From an optimization exercise on the open Yosys and OpenROAD flow, aimed at small area, a short achievable clock period and few clock cycles per item; shortcuts taken in it are not production practice. Only simulation tests tie the RTL to the original design; equivalence was not proved. Power figures rest on the tool's default switching activity, not on a simulated workload.

== north ==
Design m_calc_engine, start of the top module:
module m_calc_engine #(
  parameter int CGES = 7,
  parameter int DW   = 16,
  localparam int AW  = $clog2(CGES),
  localparam int RW  = 2*DW + AW
) (
  input  logic                 clk,
  input  logic                 reset_n,
  input  logic                 cal,
  input  logic                 din_valid,
  input  logic signed [DW-1:0] din,
  input  logic                 coef_wr,
  input  logic [AW-1:0]        coef_addr,
  input  logic signed [DW-1:0] coef_data,
  output logic                 fin,
  output logic signed [RW-1:0] result,
  output logic                 result_valid,
  output logic                 busy
);
  localparam int NT = 7;
  logic [NT-1:0][15:0] s_r, c_r, s_nx, c_nx;
  logic [NT-1:0] sv_r, cv_r, sv_nx, cv_nx, cw;
  logic wr_ok, shift, wrote;
  assign wr_ok = !busy;
  assign shift = wr_ok && din_valid;
  always_comb begin
    for (int i = 0; i < NT; i++) begin
      cw[i]    = wr_ok && coef_wr && (coef_addr == 3'(i));
      c_nx[i]  = cw[i] ? coef_data : c_r[i];
      cv_nx[i] = cv_r[i] || cw[i];
    end
    s_nx[0] = shift ? din : s_r[0];
    for (int i = 1; i < NT; i++) s_nx[i] = shift ? s_r[i-1] : s_r[i];
    sv_nx = shift ? {sv_r[NT-2:0], 1'b1} : sv_r;
    if (reset_n) begin
      sv_nx = '0;
      cv_nx = '0;
    end
  end
  assign wrote = shift || (|cw);
  always_ff @(posedge clk) begin
    s_r <= s_nx;
    c_r <= c_nx;
    sv_r <= sv_nx;
    cv_r <= cv_nx;
  end
  typedef enum logic [1:0] {IDLE, HOLD, SLOWA, SLOWB} state_t;
  typedef enum logic [1:0] {MA, MB, MSA, MSB} mode_t;
  state_t st_r, st_nx;
  mode_t  md_r, md_nx;
  logic   fin_r, busy_r, rv_r;
  logic   start, fast, done;
  ...
Size in the first run: roughly 440 flip-flops, ~40000 um^2 of cells after synthesis.
clock: 9.0 ns
lec_check: 0
cap_margin: 25
core_margin: 2
core_utilization: 40
cts_buf_list: sky130_fd_sc_hd__clkbuf_8
place_density: 0.6
setup_slack_margin: 2.8
slew_margin: 20
run.sh (not shown) runs the stock make flow with config.mk's settings and CLKGATE_MAP_FILE= SYNTH_SCRIPT=/design/flow/synth_recipe.tcl, a recipe that flattens the netlist after the stock synthesis.
Testbench counts of north, summed over its fixed seeds: cycles 2,744, items 1,200.
What south does differently from north at the input level:
Settings: swapping 2.8 for 3.25 in SETUP_SLACK_MARGIN.
## What came out
- | power after layout | north vs south | ≈ equal |
- Across both runs, maximum single-stage delay on the critical path was lower for south than for north.
- Between north and south, the area of the die does not differ in any meaningful way.
- Worst endpoint required time (higher): north
- Setup slack in south is larger than in north.
> inputs changed (south -> east)
Settings: swapping 3.25 for 3.3 in SETUP_SLACK_MARGIN.
==> flow/flow/run.sh (new file) <==
#!/bin/bash
# The standard layout flow, with the port buffers made from a regular buffer
# cell (buf_4) instead of the cell buffer_ports picks by default.  Every input
# and output port still gets its buffer.
set -e
export BUFFER_PORTS_ARGS="-buffer_cell sky130_fd_sc_hd__buf_4"
bash standard.sh > standard.log 2>&1
==> flow/standard.sh (new file) <==
#!/bin/bash
# synth_recipe.tcl (not shown) runs the flow's synth.tcl, then flattens the netlist and writes it again
# the make line also repeats each setting of config.mk as NAME=value (left out here)
make -C /OpenROAD-flow-scripts/flow DESIGN_CONFIG=/design/flow/config.mk WORK_HOME=/design/flow/orfs CLKGATE_MAP_FILE= SYNTH_SCRIPT=/design/flow/synth_recipe.tcl "${@:-finish}"
removed: flow/run.sh
==> summary.txt <==
Diff south -> east: routed wire length on met2 went up by about 3%, count of cells along the worst register-to-register path +1, area added between synthesis and finish saw a decrease, final area fell 450 um^2, power dissipated by switching net loads shows an increase of about 1.6%.
Fraction of cell area in non-clock buffers ends up lower on east.
Compared with south, in east via count up 328; maximum frequency now larger.
The following lists how west was set up differently from east:
Settings: PLACE_DENSITY: 0.6 -> 0.7; SETUP_SLACK_MARGIN: 3.3 -> 3.0.
==> flow/run.sh (new file) <==
#!/bin/bash
# synth_recipe.tcl (not shown) runs the flow's synth.tcl, then flattens the netlist and writes it again
# the make line also repeats each setting of config.mk as NAME=value (left out here)
make -C /OpenROAD-flow-scripts/flow DESIGN_CONFIG=/design/flow/config.mk WORK_HOME=/design/flow/orfs CLKGATE_MAP_FILE= SYNTH_SCRIPT=/design/flow/synth_recipe.tcl finish
removed: flow/flow/run.sh
removed: flow/standard.sh
## What came out
- No stage failed in west, and the final checks on the layout all came back clean.
- Per the comparison of west with east, hold slack dropped 0.0061 ns, portion of total power attributed to combinational logic now sits lower, sequential cell area in the final layout comparable.
Inputs modified between west and middle:
Settings: CTS_BUF_LIST now sky130_fd_sc_hd__clkbuf_4 sky130_fd_sc_hd__clkbuf_8 sky130_fd_sc_hd__clkbuf_16, was sky130_fd_sc_hd__clkbuf_8; PLACE_DENSITY now 0.6, was 0.7.
middle — final critical delay including setup and external delays 0.015 ns lower, west as reference. In the tables for middle and west, final cycle utilization of the critical path reads lower with middle. ~same core utilization of the finished layout in middle and west. Per the comparison of middle with west, fraction of power spent switching nets went down; setup slack went up; overall power after layout went up; global-route met2 utilization did not really move. Worst setup path endpoint = r_c[10]$_DFFE_PP_: middle; worst setup path endpoint = r_s[20]$_DFFE_PP_: west.

* * *

== lagoon ==
m_calc_engine again, from the RTL that the note above started with.
Settings: LEC_CHECK=0, CAP_MARGIN=25, CORE_MARGIN=2, CORE_UTILIZATION=40, PLACE_DENSITY=0.6, SETUP_SLACK_MARGIN=3.0, SLEW_MARGIN=20; clock period 9.0 ns.
Stock flow here: none of the scripts above is used.
Testbench counts of lagoon, summed over its fixed seeds: cycles 2,744, items 1,200.
Inputs modified between lagoon and nickel:
Settings: CTS_BUF_LIST: unset -> sky130_fd_sc_hd__clkbuf_8.
==> flow/flow/run.sh (new file) <==
#!/bin/bash
# The standard layout flow, with the port buffers made from a regular buffer
# cell (buf_4) instead of the cell buffer_ports picks by default.  Every input
# and output port still gets its buffer.
set -e
export BUFFER_PORTS_ARGS="-buffer_cell sky130_fd_sc_hd__buf_4"
bash standard.sh > standard.log 2>&1
==> flow/standard.sh (new file) <==
#!/bin/bash
# synth_recipe.tcl (not shown) runs the flow's synth.tcl, then flattens the netlist and writes it again
# the make line also repeats each setting of config.mk as NAME=value (left out here)
make -C /OpenROAD-flow-scripts/flow DESIGN_CONFIG=/design/flow/config.mk WORK_HOME=/design/flow/orfs CLKGATE_MAP_FILE= SYNTH_SCRIPT=/design/flow/synth_recipe.tcl "${@:-finish}"
removed: flow/run.sh
Results
Both conditions hold for nickel: the flow ran to the end and the final layout passed the timing, design-rule and antenna checks. lagoon closes out successfully: all stages finished, all timing, DRC and antenna checks passed. On global-route usage: between nickel and lagoon, it ends up lower for nickel. Cell area after layout on nickel is ahead of lagoon. md_r[1] as the critical path launch point was reported by nickel, and din[0] by lagoon. In the tables for nickel and lagoon, clock period minus final worst setup slack reads lower with lagoon.
Here is what was changed in the inputs of raven compared with nickel.
Settings: SETUP_SLACK_MARGIN: 3.0 -> 3.1.
==> flow/run.sh (new file) <==
#!/bin/bash
# synth_recipe.tcl (not shown) runs the flow's synth.tcl, then flattens the netlist and writes it again
# the make line also repeats each setting of config.mk as NAME=value (left out here)
make -C /OpenROAD-flow-scripts/flow DESIGN_CONFIG=/design/flow/config.mk WORK_HOME=/design/flow/orfs CLKGATE_MAP_FILE= SYNTH_SCRIPT=/design/flow/synth_recipe.tcl finish
removed: flow/flow/run.sh
removed: flow/standard.sh
--- outcome ---
Diff nickel -> raven | combinational power | up by a few percent
Looking at largest fanout of any net on the critical path, raven sits 5 above nickel.
Comparing nickel and raven, placement-stage cell area is lower on nickel.
Summary of raven over nickel: total power has increased, clock skew has remained practically unchanged.
Changes in umber relative to raven:
Settings: SETUP_SLACK_MARGIN changed from 3.1 to 3.0.
Results
- A highest metal layer with signal wires of met4 is what umber shows, while met5 belongs to raven.
- Relative to raven, portion of total power attributed to the clock network has increased by 0.5 points in umber.
- Est. power | umber vs raven | umber lower
- In umber the count of plain and timing-repair buffers turned out about 17% lower than in raven.
- In umber the tightest hold margin turned out 0.019 ns higher than in raven.
- The via count reported for umber is lower than the one for raven.
- umber ends up with lower part of the cycle the worst path needs than raven does.
- Delta (umber minus raven): fmax climbed about 1.1%, critical path depth dropped 8.
- The signal arrival time at the worst endpoint reported for umber is smaller than that of raven by 0.09 ns.

## static timing again, ports no longer ideal
The flow's constraints put no driver on any port. The routed layouts listed below were extracted and timed again, unchanged, in two steps.
Step 1 sets driving cells, clkbuf_16 on the clock port and buf_2 on the other inputs (assumed; they add their load-dependent delay and slew).
Step 2 also shifts input and output timing later by t, the mid clock arrival at the registers, as if the neighbouring blocks saw the same clock.
Slacks: ideal ports / drivers / drivers and shift; pairs: ideal ports / drivers.
| run | shift t [ns] | slack for setup (ns) | worst register clock-pin slew, ns |
|---|---|---|---|
| north | 0.756 | 2.830 / 2.830 / 2.156 | 0.08 / 0.08 |
| south | 0.773 | 2.975 / 2.975 / 2.302 | 0.08 / 0.08 |
| east | 0.775 | 3.043 / 3.061 / 2.296 | 0.08 / 0.08 |
| west | 0.794 | 2.976 / 2.988 / 2.226 | 0.07 / 0.07 |
| middle | 0.697 | 2.991 / 3.031 / 2.346 | 0.07 / 0.07 |
| lagoon | 0.696 | 3.008 / 3.039 / 2.364 | 0.07 / 0.07 |
| nickel | 0.767 | 2.982 / 2.982 / 2.293 | 0.08 / 0.08 |
| raven | 0.809 | 2.937 / 2.937 / 2.286 | 0.07 / 0.07 |
| umber | 0.777 | 3.002 / 3.002 / 2.281 | 0.08 / 0.08 |
After both steps every run listed still meets setup and hold. For west, which loses most, drivers alone change the setup slack by +0.012 ns; drivers and shift together by -0.750 ns.
